Source: an optimization exercise on an open RTL-to-GDS flow (aim: small area). Production flows keep margins and buffers that such runs may drop. Only simulation tests tie the RTL to the original design; equivalence was not proved. Power is estimated from default activity; no workload was simulated.

==> maple: inputs <==
==> flow/design.v <==
package fcla_pkg;
   localparam int IdxWidth   = 8;
   localparam int PoolChunks = 1 << IdxWidth;
   localparam int ChunkWidth  = 13;
   localparam int OffsetWidth = 20;
   localparam logic [ChunkWidth-1:0] ChunkReset = 13'd8;
   localparam int CsrAddrWidth = 3;
   localparam int CsrDataWidth = 32;
   localparam logic RegChunkBytes = 1'b0;
   localparam logic OpAlloc   = 1'b0;
   localparam logic OpRelease = 1'b1;
endpackage
module fcla_csr (
   input  logic                               clock,
   input  logic                               reset,
   input  logic                               psel,
   input  logic                               penable,
   input  logic                               pwrite,
   input  logic [fcla_pkg::CsrAddrWidth-1:0]  paddr,
   input  logic [fcla_pkg::CsrDataWidth-1:0]  pwdata,
   output logic [fcla_pkg::CsrDataWidth-1:0]  prdata,
   output logic                               pready,
   output logic [fcla_pkg::ChunkWidth-2:0]    size_lo,
   output logic [fcla_pkg::ChunkWidth:0]      size_lo_x3,
   output logic                               size_max
);
   localparam int CW = fcla_pkg::ChunkWidth;
   logic [CW-1:0] chunk_ff;
   logic [CW:0]   size_x3_ff;
   logic          below_min_ff;
   logic          wr_hit;
   logic [CW-1:0] wr_val;
   logic [CW-2:0] wr_size_lo;
   assign pready = 1'b1;
   assign wr_hit = psel && penable && pwrite && (paddr[2] == fcla_pkg::RegChunkBytes);
   assign wr_val = pwdata[CW-1:0];
   always_ff @(posedge clock) begin
      if (reset) begin
         chunk_ff     <= fcla_pkg::ChunkReset;
         size_x3_ff   <= 14'd24;
         below_min_ff <= 1'b0;
      end else if (wr_hit) begin
         chunk_ff     <= wr_val;
         size_x3_ff   <= {2'b00, wr_size_lo} + {1'b0, wr_size_lo, 1'b0};
         below_min_ff <= (wr_val[CW-1:3] == '0);
      end
   end
   assign prdata = (paddr[2] == fcla_pkg::RegChunkBytes) ?
                   {{(fcla_pkg::CsrDataWidth-CW){1'b0}}, chunk_ff} : '0;
   function automatic logic [CW-2:0] clamp_lo(input logic [CW-1:0] v);
      if (v[CW-1]) begin
         clamp_lo = '0;
      end else if (v[CW-2:3] == '0) begin
         clamp_lo = 12'd8;
      end else begin
         clamp_lo = v[CW-2:0];
      end
   endfunction
   assign wr_size_lo = clamp_lo(wr_val);
   assign size_lo    = chunk_ff[CW-1] ? '0 :
                       below_min_ff   ? 12'd8 : chunk_ff[CW-2:0];
   assign size_lo_x3 = size_x3_ff;
   assign size_max   = chunk_ff[CW-1];
endmodule
module fcla_link_store (
   input  logic                             clock,
   input  logic                             reset,
   input  logic                             wr_en,
   input  logic [fcla_pkg::IdxWidth-1:0]    wr_data,
   input  logic [fcla_pkg::IdxWidth-1:0]    addr,
   output logic [fcla_pkg::IdxWidth-1:0]    rd_data
);
   localparam int Depth = fcla_pkg::PoolChunks;
   localparam int IW    = fcla_pkg::IdxWidth;
   localparam int Grp   = Depth / 3;           
   logic [IW-1:0]    mem [Depth];
   logic [15:0]      whi_n, wlo_n, rhi_n, rlo_n;
   logic [IW-1:0]    wd0, wd1;
   fcla_predec u_rhi (.a(addr[7:4]), .y_n(rhi_n));
   fcla_predec u_rlo (.a(addr[3:0]), .y_n(rlo_n));
   fcla_wr_lines u_wl (
      .en        (wr_en),
      .force_all (reset),
      .hi_n      (rhi_n),
      .lo_n      (rlo_n),
      .whi_n     (whi_n),
      .wlo_n     (wlo_n)
   );
   assign wd0 = wr_data & {IW{!reset}};
   assign wd1 = wr_data | {IW{reset}};
   logic [Depth-1:0]  rsel;
   for (genvar i = 0; i < Depth; i++) begin : g_entry
      localparam logic [IW-1:0] Init = IW'(i + 1);
      logic          we;
      logic [IW-1:0] d;
      fcla_nor2 u_we (.a(whi_n[i / 16]), .b(wlo_n[i % 16]), .y(we));
      for (genvar b = 0; b < IW; b++) begin : g_bit
         assign d[b] = Init[b] ? wd1[b] : wd0[b];
      end
      always_ff @(posedge clock) begin
         if (we) begin
            mem[i] <= d;
         end
      end
      assign rsel[i] = !(rhi_n[i / 16] || rlo_n[i % 16]);
   end
   for (genvar b = 0; b < IW; b++) begin : g_rd
      logic [Depth-1:0] col;
      logic [Grp:0]     part_n;
      for (genvar i = 0; i < Depth; i++) begin : g_col
         assign col[i] = mem[i][b];
      end
      for (genvar g = 0; g < Grp; g++) begin : g_grp
         fcla_ao3_n u_ao (
            .s   (rsel[3*g +: 3]),
            .d   (col[3*g +: 3]),
            .y_n (part_n[g])
         );
      end
      assign part_n[Grp] = !(rsel[Depth-1] && col[Depth-1]);
      assign rd_data[b] = !(&part_n);
   end
endmodule
module fcla_wr_lines (
   input  logic        en,
   input  logic        force_all,
   input  logic [15:0] hi_n,
   input  logic [15:0] lo_n,
   output logic [15:0] whi_n,
   output logic [15:0] wlo_n
);
   assign whi_n = ~({16{force_all}} | ({16{en}} & ~hi_n));
   assign wlo_n = ~({16{force_all}} | ~lo_n);
endmodule
module fcla_predec (
   input  logic [3:0]  a,
   output logic [15:0] y_n
);
   logic [3:0] lo, hi;
   fcla_dec2 u_lo (.a(a[1:0]), .y(lo));
   fcla_dec2 u_hi (.a(a[3:2]), .y(hi));
   for (genvar k = 0; k < 16; k++) begin : g_out
      assign y_n[k] = !(hi[k / 4] && lo[k % 4]);
   end
endmodule
module fcla_dec2 (
   input  logic [1:0] a,
   output logic [3:0] y
);
   for (genvar k = 0; k < 4; k++) begin : g_out
      assign y[k] = (a == 2'(k));
   end
endmodule
module fcla_nor2 (
   input  logic a,
   input  logic b,
   output logic y
);
   assign y = !(a || b);
endmodule
module fcla_ao3_n (
   input  logic [2:0] s,
   input  logic [2:0] d,
   output logic       y_n
);
   assign y_n = !(|(s & d));
endmodule
module fcla_ao2_n (
   input  logic [1:0] s,
   input  logic [1:0] d,
   output logic       y_n
);
   assign y_n = !(|(s & d));
endmodule
module free_list_chunk_allocator (
   input  logic                                clock,
   input  logic                                reset,
   input  logic                                start,
   output logic                                busy,
   input  logic                                req_op,
   input  logic [fcla_pkg::IdxWidth-1:0]       req_chunk_index,
   output logic                                rsp_strobe,
   output logic                                rsp_granted,
   output logic [fcla_pkg::IdxWidth-1:0]       rsp_given_index,
   output logic [fcla_pkg::OffsetWidth-1:0]    rsp_byte_offset,
   input  logic                                psel,
   input  logic                                penable,
   input  logic                                pwrite,
   input  logic [fcla_pkg::CsrAddrWidth-1:0]   paddr,
   input  logic [fcla_pkg::CsrDataWidth-1:0]   pwdata,
   output logic [fcla_pkg::CsrDataWidth-1:0]   prdata,
   output logic                                pready
);
   localparam int IW = fcla_pkg::IdxWidth;
   logic [fcla_pkg::ChunkWidth-2:0] size_lo;
   logic [fcla_pkg::ChunkWidth:0]   size_lo_x3;
   logic                            size_max;
   logic [IW-1:0] p_ff;
   logic          popd_ff;
   logic          empty_ff;
   logic [IW-1:0] tail_ff;
   logic          tail_v_ff;
   logic          strobe_ff;
   logic          wr_pend_ff;
   logic          wr_none_ff;
   logic [IW-1:0] index_ff;
   logic [IW-1:0] res_idx;
   logic [IW-1:0] link;
   logic          tail_hit;
   logic          head_none;
   logic [IW-1:0] head_idx;
   logic          do_alloc, do_rel;
   logic [fcla_pkg::OffsetWidth-1:0] prod_lo;
   fcla_csr u_csr (
      .clock    (clock),
      .reset    (reset),
      .psel     (psel),
      .penable  (penable),
      .pwrite   (pwrite),
      .paddr    (paddr),
      .pwdata   (pwdata),
      .prdata   (prdata),
      .pready   (pready),
      .size_lo  (size_lo),
      .size_lo_x3 (size_lo_x3),
      .size_max (size_max)
   );
   assign tail_hit  = tail_v_ff && (p_ff == tail_ff);
   assign head_none = popd_ff ? tail_hit : empty_ff;
   assign head_idx  = popd_ff ? link : p_ff;
   fcla_link_store u_links (
      .clock   (clock),
      .reset   (reset),
      .wr_en   (wr_pend_ff),
      .wr_data (index_ff),
      .addr    (p_ff),
      .rd_data (link)
   );
   assign busy = 1'b0;
   assign do_alloc = start && (req_op == fcla_pkg::OpAlloc);
   assign do_rel   = start && (req_op == fcla_pkg::OpRelease);
   always_ff @(posedge clock) begin
      if (reset) begin
         p_ff      <= '0;
         popd_ff   <= 1'b0;
         empty_ff  <= 1'b0;
         tail_ff   <= '1;
         tail_v_ff <= 1'b1;
         strobe_ff <= 1'b0;
         wr_pend_ff <= 1'b0;
      end else begin
         strobe_ff  <= start;
         wr_pend_ff <= do_rel;
         if (wr_pend_ff && !wr_none_ff && (p_ff == tail_ff)) begin
            tail_v_ff <= 1'b0;
         end
         if (do_rel) begin
            p_ff     <= req_chunk_index;
            popd_ff  <= 1'b0;
            empty_ff <= 1'b0;
            if (head_none) begin
               tail_ff   <= req_chunk_index;
               tail_v_ff <= 1'b1;
            end
         end else if (do_alloc) begin
            if (head_none) begin
               popd_ff  <= 1'b0;
               empty_ff <= 1'b1;
            end else begin
               p_ff    <= head_idx;
               popd_ff <= 1'b1;
            end
         end
      end
   end
   always_ff @(posedge clock) begin
      index_ff   <= head_idx;
      wr_none_ff <= head_none;
   end
   assign res_idx = popd_ff ? index_ff : '0;
   fcla_offset_mul u_mul (
      .index      (res_idx),
      .size_lo    (size_lo),
      .size_lo_x3 (size_lo_x3),
      .prod       (prod_lo)
   );
   assign rsp_strobe      = strobe_ff;
   assign rsp_granted     = popd_ff || !empty_ff;
   assign rsp_given_index = res_idx;
   assign rsp_byte_offset = prod_lo | {(res_idx & {IW{size_max}}), 12'b0};
endmodule
module fcla_offset_mul (
   input  logic [fcla_pkg::IdxWidth-1:0]     index,
   input  logic [fcla_pkg::ChunkWidth-2:0]   size_lo,
   input  logic [fcla_pkg::ChunkWidth:0]     size_lo_x3,
   output logic [fcla_pkg::OffsetWidth-1:0]  prod
);
   localparam int OW = fcla_pkg::OffsetWidth;
   localparam int SW = fcla_pkg::ChunkWidth - 1;    
   localparam int RW = fcla_pkg::ChunkWidth + 1;    
   logic [OW-1:0] row_n [4];
   logic [OW-1:0] s1_n, c1_n, s2_n, c2_n;
   for (genvar r = 0; r < 4; r++) begin : g_row
      logic [1:0]    dg;
      logic [3:1]    e;
      logic [RW-1:0] pp_n, pp;
      assign dg = index[2*r +: 2];
      assign e  = {dg == 2'd3, dg == 2'd2, dg == 2'd1};
      for (genvar k = 0; k < RW; k++) begin : g_bit
         if (k == 0) begin : g_lsb
            fcla_ao2_n u_pp (.s({e[3], e[1]}), .d({size_lo_x3[k], size_lo[k]}), .y_n(pp_n[k]));
         end else if (k < SW) begin : g_mid
            fcla_ao3_n u_pp (.s(e), .d({size_lo_x3[k], size_lo[k-1], size_lo[k]}), .y_n(pp_n[k]));
         end else if (k == SW) begin : g_hi
            fcla_ao2_n u_pp (.s(e[3:2]), .d({size_lo_x3[k], size_lo[k-1]}), .y_n(pp_n[k]));
         end else begin : g_top
            assign pp_n[k] = !(e[3] && size_lo_x3[k]);
         end
      end
      assign pp       = ~pp_n;
      assign row_n[r] = ~(OW'(pp) << (2 * r));
   end
   assign s1_n = row_n[0] ^ row_n[1] ^ row_n[2];
   assign c1_n = {((row_n[0] & row_n[1]) | (row_n[0] & row_n[2]) | (row_n[1] & row_n[2])), 1'b1};
   assign s2_n = s1_n ^ c1_n ^ row_n[3];
   assign c2_n = {((s1_n & c1_n) | (s1_n & row_n[3]) | (c1_n & row_n[3])), 1'b1};
   assign prod = ~(s2_n + c2_n + OW'(1));
endmodule
==> flow/flow/run.sh <==
#!/bin/bash
set -euo pipefail
exec > run.log 2>&1
export BUFFER_PORTS_ARGS="-buffer_cell sky130_fd_sc_hd__buf_1"
export CTS_ARGS="-sink_clustering_enable -repair_clock_nets -sink_clustering_size 16 -sink_clustering_max_diameter 50 -buf_list sky130_fd_sc_hd__clkbuf_8 -dont_use_dummy_load"
bash standard.sh
==> flow/standard.sh <==
#!/bin/bash
# synth_recipe.tcl (not shown) runs the flow's synth.tcl, then flattens the netlist and writes it again
# the make line also repeats each setting of config.mk as NAME=value (left out here)
make -C /OpenROAD-flow-scripts/flow DESIGN_CONFIG=/design/flow/config.mk WORK_HOME=/design/flow/orfs CLKGATE_MAP_FILE= SYNTH_SCRIPT=/design/flow/synth_recipe.tcl "${@:-finish}"
==> flow/config.mk <==
export PLATFORM = sky130hd
export DESIGN_NAME = free_list_chunk_allocator
export DESIGN_NICKNAME = free_list_chunk_allocator
export VERILOG_FILES = /design/flow/design.v
export SDC_FILE = /design/flow/constraint.sdc
export NUM_CORES = 4
export LEC_CHECK = 0
export CAP_MARGIN = 10
export CORE_MARGIN = 2
export CORE_UTILIZATION = 80
export CTS_BUF_LIST = sky130_fd_sc_hd__clkbuf_8
export CTS_CLUSTER_DIAMETER = 50
export CTS_CLUSTER_SIZE = 16
export GPL_TIMING_DRIVEN = 0
export PLACE_DENSITY = 0.85
export SLEW_MARGIN = 10
export SYNTH_HIERARCHICAL = 1
==> flow/constraint.sdc <==
create_clock -name core_clock -period 7.0 [get_ports {clock}]
set_input_delay 1.4000 -clock core_clock [delete_from_list [all_inputs] [get_ports {clock}]]
set_output_delay 1.4000 -clock core_clock [all_outputs]
set_load 0.01 [all_outputs]
==> delta: changes against maple <==
==> flow/design.v, changed modules only <==
module free_list_chunk_allocator (
   input  logic                                clock,
   input  logic                                reset,
   input  logic                                start,
   output logic                                busy,
   input  logic                                req_op,
   input  logic [fcla_pkg::IdxWidth-1:0]       req_chunk_index,
   output logic                                rsp_strobe,
   output logic                                rsp_granted,
   output logic [fcla_pkg::IdxWidth-1:0]       rsp_given_index,
   output logic [fcla_pkg::OffsetWidth-1:0]    rsp_byte_offset,
   input  logic                                psel,
   input  logic                                penable,
   input  logic                                pwrite,
   input  logic [fcla_pkg::CsrAddrWidth-1:0]   paddr,
   input  logic [fcla_pkg::CsrDataWidth-1:0]   pwdata,
   output logic [fcla_pkg::CsrDataWidth-1:0]   prdata,
   output logic                                pready
);
   localparam int IW = fcla_pkg::IdxWidth;
   logic [fcla_pkg::ChunkWidth-2:0] size_lo;
   logic [fcla_pkg::ChunkWidth:0]   size_lo_x3;
   logic                            size_max;
   logic [IW-1:0] p_ff;
   logic          popd_ff;
   logic          empty_ff;
   logic [IW-1:0] tail_ff;
   logic          tail_v_ff;
   logic          strobe_ff;
   logic          wr_pend_ff;
   logic          wr_none_ff;
   logic [IW-1:0] wr_data_ff;
   logic [IW-1:0] index_ff;
   logic [IW-1:0] link;
   logic          tail_hit;
   logic          head_none;
   logic [IW-1:0] head_idx;
   logic          do_alloc, do_rel;
   logic [fcla_pkg::OffsetWidth-1:0] prod_lo;
   fcla_csr u_csr (
      .clock    (clock),
      .reset    (reset),
      .psel     (psel),
      .penable  (penable),
      .pwrite   (pwrite),
      .paddr    (paddr),
      .pwdata   (pwdata),
      .prdata   (prdata),
      .pready   (pready),
      .size_lo  (size_lo),
      .size_lo_x3 (size_lo_x3),
      .size_max (size_max)
   );
   assign tail_hit  = tail_v_ff && (p_ff == tail_ff);
   assign head_none = popd_ff ? tail_hit : empty_ff;
   assign head_idx  = popd_ff ? link : p_ff;
   fcla_link_store u_links (
      .clock   (clock),
      .reset   (reset),
      .wr_en   (wr_pend_ff),
      .wr_data (wr_data_ff),
      .addr    (p_ff),
      .rd_data (link)
   );
   assign busy = 1'b0;
   assign do_alloc = start && (req_op == fcla_pkg::OpAlloc);
   assign do_rel   = start && (req_op == fcla_pkg::OpRelease);
   always_ff @(posedge clock) begin
      if (reset) begin
         p_ff      <= '0;
         popd_ff   <= 1'b0;
         empty_ff  <= 1'b0;
         tail_ff   <= '1;
         tail_v_ff <= 1'b1;
         strobe_ff <= 1'b0;
         wr_pend_ff <= 1'b0;
      end else begin
         strobe_ff  <= start;
         wr_pend_ff <= do_rel;
         if (wr_pend_ff && !wr_none_ff && (p_ff == tail_ff)) begin
            tail_v_ff <= 1'b0;
         end
         if (do_rel) begin
            p_ff     <= req_chunk_index;
            popd_ff  <= 1'b0;
            empty_ff <= 1'b0;
            if (head_none) begin
               tail_ff   <= req_chunk_index;
               tail_v_ff <= 1'b1;
            end
         end else if (do_alloc) begin
            if (head_none) begin
               popd_ff  <= 1'b0;
               empty_ff <= 1'b1;
            end else begin
               p_ff    <= head_idx;
               popd_ff <= 1'b1;
            end
         end
      end
   end
   always_ff @(posedge clock) begin
      wr_data_ff <= head_idx;
      wr_none_ff <= head_none;
   end
   always_ff @(posedge clock) begin
      index_ff <= (do_alloc && !head_none) ? head_idx : '0;
   end
   fcla_offset_mul u_mul (
      .index      (index_ff),
      .size_lo    (size_lo),
      .size_lo_x3 (size_lo_x3),
      .prod       (prod_lo)
   );
   assign rsp_strobe      = strobe_ff;
   assign rsp_granted     = popd_ff || !empty_ff;
   assign rsp_given_index = index_ff;
   assign rsp_byte_offset = prod_lo | {(index_ff & {IW{size_max}}), 12'b0};
endmodule
module fcla_offset_mul (
   input  logic [fcla_pkg::IdxWidth-1:0]     index,
   input  logic [fcla_pkg::ChunkWidth-2:0]   size_lo,
   input  logic [fcla_pkg::ChunkWidth:0]     size_lo_x3,
   output logic [fcla_pkg::OffsetWidth-1:0]  prod
);
   localparam int OW = fcla_pkg::OffsetWidth;
   localparam int RW = fcla_pkg::ChunkWidth + 1;
   logic [OW-1:0] row [4];
   logic [OW-1:0] s1, c1, s2, c2;
   for (genvar r = 0; r < 4; r++) begin : g_row
      logic [1:0]    dg;
      logic [RW-1:0] pp;
      assign dg = index[2*r +: 2];
      for (genvar k = 0; k < RW; k++) begin : g_bit
         logic b1, b2;
         if (k < RW - 2) begin : g_s1
            assign b1 = size_lo[k];
         end else begin : g_s1z
            assign b1 = 1'b0;
         end
         if (k >= 1 && k < RW - 1) begin : g_s2
            assign b2 = size_lo[k-1];
         end else begin : g_s2z
            assign b2 = 1'b0;
         end
         assign pp[k] = (dg == 2'd1 && b1) || (dg == 2'd2 && b2) ||
                        (dg == 2'd3 && size_lo_x3[k]);
      end
      assign row[r] = OW'(pp) << (2 * r);
   end
   assign s1 = row[0] ^ row[1] ^ row[2];
   assign c1 = ((row[0] & row[1]) | (row[0] & row[2]) | (row[1] & row[2])) << 1;
   assign s2 = s1 ^ c1 ^ row[3];
   assign c2 = ((s1 & c1) | (s1 & row[3]) | (c1 & row[3])) << 1;
   assign prod = s2 + c2;
endmodule
// module fcla_ao2_n removed
==> juniper: changes against maple <==
--- a/flow/design.v
+++ b/flow/design.v
@@ -204,6 +204,6 @@
    logic          wr_pend_ff;
    logic          wr_none_ff;
+   logic [IW-1:0] wr_data_ff;
    logic [IW-1:0] index_ff;
-   logic [IW-1:0] res_idx;
    logic [IW-1:0] link;
    logic          tail_hit;
@@ -233,5 +233,5 @@
       .reset   (reset),
       .wr_en   (wr_pend_ff),
-      .wr_data (index_ff),
+      .wr_data (wr_data_ff),
       .addr    (p_ff),
       .rd_data (link)
@@ -275,10 +275,12 @@
    end
    always_ff @(posedge clock) begin
-      index_ff   <= head_idx;
+      wr_data_ff <= head_idx;
       wr_none_ff <= head_none;
    end
-   assign res_idx = popd_ff ? index_ff : '0;
+   always_ff @(posedge clock) begin
+      index_ff <= (do_alloc && !head_none) ? head_idx : '0;
+   end
    fcla_offset_mul u_mul (
-      .index      (res_idx),
+      .index      (index_ff),
       .size_lo    (size_lo),
       .size_lo_x3 (size_lo_x3),
@@ -287,6 +289,6 @@
    assign rsp_strobe      = strobe_ff;
    assign rsp_granted     = popd_ff || !empty_ff;
-   assign rsp_given_index = res_idx;
-   assign rsp_byte_offset = prod_lo | {(res_idx & {IW{size_max}}), 12'b0};
+   assign rsp_given_index = index_ff;
+   assign rsp_byte_offset = prod_lo | {(index_ff & {IW{size_max}}), 12'b0};
 endmodule
 module fcla_offset_mul (
==> results.txt <==
|  | delta | maple | juniper |
|---|---|---|---|
| Run status | finished with violations | finished clean | finished with violations |
| Reasons for failing layout checks | max-capacitance violations, max-slew violations | - | max-capacitance violations, max-slew violations |
| Post-synthesis sequential element count | 2,114 | 2,106 | 2,114 |
| Number of DRC violations after detailed-routing iteration 0 | 13,400 | 16,000 | 15,500 |
| Effective utilization at floorplan | 80.5% | 80.9% | 80.9% |
| Non-clock buffer count in the final layout | 275 | 254 | 259 |
| Die Wd | 318 um | 317 um | 317 um |
| Comb. pwr | 1.64 mW | 1.79 mW | 1.65 mW |
| Placed instance area | 82,600 sq um | 82,000 sq um | 82,200 sq um |
| Sinks on the clock net | 2,114 | 2,106 | 2,114 |
| Area share of the largest cell type after synthesis | 77.9% | 78.5% | 78.3% |
| Y dimension of the die | 318 um | 317 um | 317 um |
| Max Cap Viol | 2 | 0 | 1 |
| Area occupied by multi-input gates | 15,600 sq um | 15,000 sq um | 14,900 sq um |
| Min setup slack post-route | 0.159 ns | 0.156 ns | 0.107 ns |
| Proportion of cell area spent on the clock network | 2.58% | 2.55% | 2.54% |
| Diodes inserted | 7 | 12 | 10 |
| Core Area | 98,100 sq um | 96,900 sq um | 97,000 sq um |

-- static timing again, ports no longer ideal --
How much do the figures lean on ideal ports? The routed layouts below were timed once more, with nothing changed but the port constraints.
Step 1 (the two cells are an assumption about what drives the block):
set clk [get_ports {clock}]
set_driving_cell -lib_cell sky130_fd_sc_hd__clkbuf_16 $clk
set_driving_cell -lib_cell sky130_fd_sc_hd__buf_2 [delete_from_list [all_inputs] $clk]
Step 2 times the ports against the registers' clock, not the clock port: input delays grow and output delays shrink by t, the midpoint of the rising clock arrivals with the driver on.
Slacks: no drivers / after step 1 / after step 2; pairs: no drivers / after step 1.
run | shift t [ns] | setup WS [ns] | clock arrival spread, ns | worst data-port slew with drivers (ns) | pins driven straight from the clock port
maple | 0.942 | 0.156 / 0.091 / 0.315 | 0.104 / 0.104 | 0.12 | 1
delta | 0.913 | 0.159 / 0.094 / 0.392 | 0.110 / 0.109 | 0.04 | 1
juniper | 0.962 | 0.107 / 0.107 / 0.107 | 0.104 / 0.103 | 0.04 | 1
